Background: an optimization exercise with open tools, aiming at small area. Do not read the settings as production practice. Only simulation tests tie the RTL to the original design; equivalence was not proved. Power is estimated from default activity; no workload was simulated.

## before
Design ecg_feature_top, start of the top module:
module ecg_feature_top (
    input  wire                    wclk,
    input  wire                    rst_n,
    input  wire                    feature_rdy,
    input  wire                    mode,
    input  wire [4-1:0] cnt_lead,
    input  ecg_feature_pkg::interval_t              rr_pre,
    input  ecg_feature_pkg::interval_t              rr_post,
    input  ecg_feature_pkg::interval_t              q_loc,
    input  ecg_feature_pkg::interval_t              s_loc,
    input  ecg_feature_pkg::interval_t              r_loc,
    input  ecg_feature_pkg::interval_t              t_loc,
    input  ecg_feature_pkg::interval_t              st_loc,
    input  ecg_feature_pkg::amp_t                   r_amp,
    input  ecg_feature_pkg::amp_t                   q_amp,
    input  ecg_feature_pkg::amp_t                   s_amp,
    input  ecg_feature_pkg::amp_t                   p_amp,
    input  ecg_feature_pkg::amp_t                   t_amp,
    input  ecg_feature_pkg::amp_t                   st_amp,
    input  ecg_feature_pkg::amp_t                   st_amp_2,
    input  ecg_feature_pkg::amp_t                   st_amp_4,
    input  ecg_feature_pkg::amp_t                   st_amp_6,
    input  ecg_feature_pkg::amp_t                   iso_line,
    output ecg_feature_pkg::interval_t              rr_diff,
    output ecg_feature_pkg::interval_t              qrs,
    output ecg_feature_pkg::interval_t              rr_pre_rr_ave,
    output ecg_feature_pkg::interval_t              rr_post_rr_ave,
    output ecg_feature_pkg::interval_t              qrs_cur_qrs_ave,
    output ecg_feature_pkg::amp_t                   r_amp_r_amp_ave,
    output ecg_feature_pkg::amp_t                   q_amp_q_amp_ave,
    output ecg_feature_pkg::amp_t                   s_amp_s_amp_ave,
    output ecg_feature_pkg::amp_t                   p_amp_p_amp_ave,
    output ecg_feature_pkg::amp_t                   t_amp_t_amp_ave,
    output ecg_feature_pkg::amp_t                   q_amp_iso,
    output ecg_feature_pkg::amp_t                   s_amp_iso,
    output ecg_feature_pkg::amp_t                   t_amp_iso,
    output ecg_feature_pkg::amp_t                   st_amp_iso,
    output ecg_feature_pkg::amp_t                   st_slo,
    output ecg_feature_pkg::feat_sum_t              q_amp_iso_sum,
    output ecg_feature_pkg::feat_sum_t              s_amp_iso_sum,
    output ecg_feature_pkg::feat_sum_t              t_amp_iso_sum,
    output ecg_feature_pkg::feat_sum_t              st_amp_iso_sum,
    output ecg_feature_pkg::feat_sum_t              st_slo_sum,
    output logic                   feature_done,
    output logic                   init_features_end
);
==> flow/config.mk <==
export PLATFORM = sky130hd
export DESIGN_NAME = ecg_feature_top
export DESIGN_NICKNAME = ecg_feature_top
export VERILOG_FILES = /design/flow/design.v
export SDC_FILE = /design/flow/constraint.sdc
export NUM_CORES = 4
export LEC_CHECK = 0
export ABC_AREA = 1
export CAP_MARGIN = 0
export CORE_MARGIN = 2
export CORE_UTILIZATION = 70
export SLEW_MARGIN = 0
export BUFFER_PORTS_ARGS = -buffer_cell sky130_fd_sc_hd__buf_1
export CTS_ARGS = -sink_clustering_enable -repair_clock_nets -buf_list sky130_fd_sc_hd__clkbuf_4 -sink_clustering_size 10 -sink_clustering_max_diameter 40 -dont_use_dummy_load
==> flow/constraint.sdc <==
create_clock -name core_clock -period 10.0 [get_ports {wclk}]
set_input_delay 2.0000 -clock core_clock [delete_from_list [all_inputs] [get_ports {wclk}]]
set_output_delay 2.0000 -clock core_clock [all_outputs]
set_load 0.01 [all_outputs]
standard.sh (not shown) runs the stock make flow with config.mk's settings and CLKGATE_MAP_FILE= SYNTH_SCRIPT=/design/flow/synth_recipe.tcl, a recipe that flattens the netlist after the stock synthesis.
==> flow/flow/run.sh <==
#!/bin/bash
# ORFS layout as the standard.sh runs it, with these changes:
#  - synthesis maps logic with ABC's &nf area mapper (flow/synth_wrap.tcl);
#  - the port buffers use the smallest buffer cell, buf_1;
#  - the clock tree uses larger sink clusters and no dummy loads.
set -euo pipefail
W=$PWD
cat >> config.mk <<EOC
export BUFFER_PORTS_ARGS = -buffer_cell sky130_fd_sc_hd__buf_1
export CTS_ARGS = -sink_clustering_enable -repair_clock_nets -buf_list sky130_fd_sc_hd__clkbuf_4 -sink_clustering_size 10 -sink_clustering_max_diameter 40 -dont_use_dummy_load
EOC
export ECG_ABC_SCRIPT=$W/flow/abc_nf.script
make -C "$FLOW_HOME" DESIGN_CONFIG=$W/config.mk WORK_HOME=$W/orfs CLKGATE_MAP_FILE= \
  SYNTH_SCRIPT=$W/flow/synth_wrap.tcl finish > $W/make_finish.log 2>&1
R=$W/orfs/results/$FLOW_PLATFORM/ecg_feature_top/base
: # left out here: write the final layout as DEF
==> flow/flow/abc_nf.script <==
&get -n
&st
&dc2
&dch
&nf -R 1000
&put
==> flow/flow/synth_wrap.tcl <==
proc synth {args} { yosys synth -nofsm -noshare {*}$args }
proc abc {args} {
  set i [lsearch -exact $args -script]
  if {$i >= 0} { lset args [expr {$i + 1}] $::env(ECG_ABC_SCRIPT) }
  yosys abc {*}$args
}
proc extract_fa {args} { yosys extract_fa -fa {*}$args }
source $::env(SCRIPTS_DIR)/synth.tcl
# left out here: clear keep_hierarchy, flatten, clean up, hide names made inside functions, write 1_2_yosys.v
Edits applied to the flow inputs when going from before to after:
-- flow/design.v --
<<< before, line 136
    wire y_t  = init ? !(sum_t[3] && !zs) : (sum_t[0] && !zs);
    wire y_rp = !(sum_rr[3] && !zs);
    wire [8:0] st_t_dist = st_loc - t_loc;
    wire       no_wave   = (t_loc == 9'd255) || (r_loc == 9'd255);
    wire       ge8       = !st_t_dist[8] && (st_t_dist[7:3] != 5'd0);
>>> after, line 136
    wire y_t  = init ? !(sum_t[3] && !zs) : (sum_t[0] && !zs);
    wire y_rp = !(sum_rr[3] && !zs);
    logic [8:0] st_t_dist;
    logic [9:0] st_t_c;
    always_comb begin
        st_t_c[0] = 1'b1;
        for (int i = 0; i < 9; i++) begin
            st_t_dist[i] = st_loc[i] ^ !t_loc[i] ^ st_t_c[i];
            st_t_c[i+1]  = (st_loc[i] && !t_loc[i]) || (st_loc[i] && st_t_c[i]) || (!t_loc[i] && st_t_c[i]);
        end
    end
    wire       no_wave   = (t_loc == 9'd255) || (r_loc == 9'd255);
    wire       ge8       = !st_t_dist[8] && (st_t_dist[7:3] != 5'd0);
<<< before, line 142
    wire       sel6      = !no_wave && ge8;
    wire       sel4      = !no_wave && !ge8 && ge4;
    wire [3:0] sh        = sel6 ? 4'd2 : (sel4 ? 4'd1 : 4'd0);
    wire sl_lo  = !ext && (ph >= sh) && (ph <= sh + 4'd11);
    wire sl_win = (!ext && (ph >= sh)) || (ext && (ph <= sh));
    wire sl_go  = ext || (ph >= sh);
    wire a_sl = sel6 ? b12(st_amp_6, k12) : (sel4 ? b12(st_amp_4, k12) : b12(st_amp_2, k12));
    wire b_sl = (sel6 || sel4) ? b12(st_amp_2, k12) : b12(st_amp, k12);
>>> after, line 150
    wire       sel6      = !no_wave && ge8;
    wire       sel4      = !no_wave && !ge8 && ge4;
    wire ph_ge_sh = sel6 ? (ph >= 4'd2) : (sel4 ? (ph >= 4'd1) : 1'b1);
    wire ph_le_sh = sel6 ? (ph <= 4'd2) : (sel4 ? (ph <= 4'd1) : (ph == 4'd0));
    wire ph_lo_sh = sel6 ? (ph <= 4'd13) : (sel4 ? (ph <= 4'd12) : (ph <= 4'd11));
    wire sl_lo  = !ext && ph_ge_sh && ph_lo_sh;
    wire sl_win = (!ext && ph_ge_sh) || (ext && ph_le_sh);
    wire sl_go  = ext || ph_ge_sh;
    wire a_sl = sel6 ? b12(st_amp_6, k12) : (sel4 ? b12(st_amp_4, k12) : b12(st_amp_2, k12));
    wire b_sl = (sel6 || sel4) ? b12(st_amp_2, k12) : b12(st_amp, k12);
[summary]
Against before, wire length of the first global-routing pass in after came out better. Reported for after and before, number of enable-type register cells in the synthesized netlist turned out identical to the last digit. For the number of distinct library cells after synthesis, after came in about 4.5% lower than before did. Shortest clock period the worst path allows after layout up 0.86 ns in after wrt before. Total power shrinks slightly when moving from before to after. The higher power per cell area of after and before is in before. The final-layout clock-cell area share was comparable across after and before. Between before and after, part of the power in combinational logic decreased. In the metrics for after and before, the one carrying the higher power share of the sequential group is after. Between before and after, the clock power does not differ in any meaningful way. met3 track demand over resource ends up lower on after. On number of optimization iterations in the first detailed-route pass, the higher figure sits with before, not after. HPWL reported at the end of detailed placement (higher): before. On hold slack, after and before are basically level.

[what the ideal ports hide]
The results above use ideal ports. As a check the final layouts listed here were re-extracted and re-timed, cells and wires unchanged.
Step 1 sets driving cells, clkbuf_16 on the clock port and buf_2 on the other inputs (assumed; they add their load-dependent delay and slew).
Step 2 also shifts input and output timing later by t, the mid clock arrival at the registers, as if the neighbouring blocks saw the same clock.
Three values: ideal, step 1, step 2; two values: the first two.
run	t, ns	slack for setup (ns)	worst data-port slew with drivers (ns)
before	0.655	3.482 / 3.491 / 2.836	0.14
after	0.678	2.623 / 2.640 / 1.962	0.11
After both steps setup and hold are still met in every run listed. For after, which loses most, drivers alone change the setup slack by +0.017 ns; drivers and shift together by -0.661 ns.
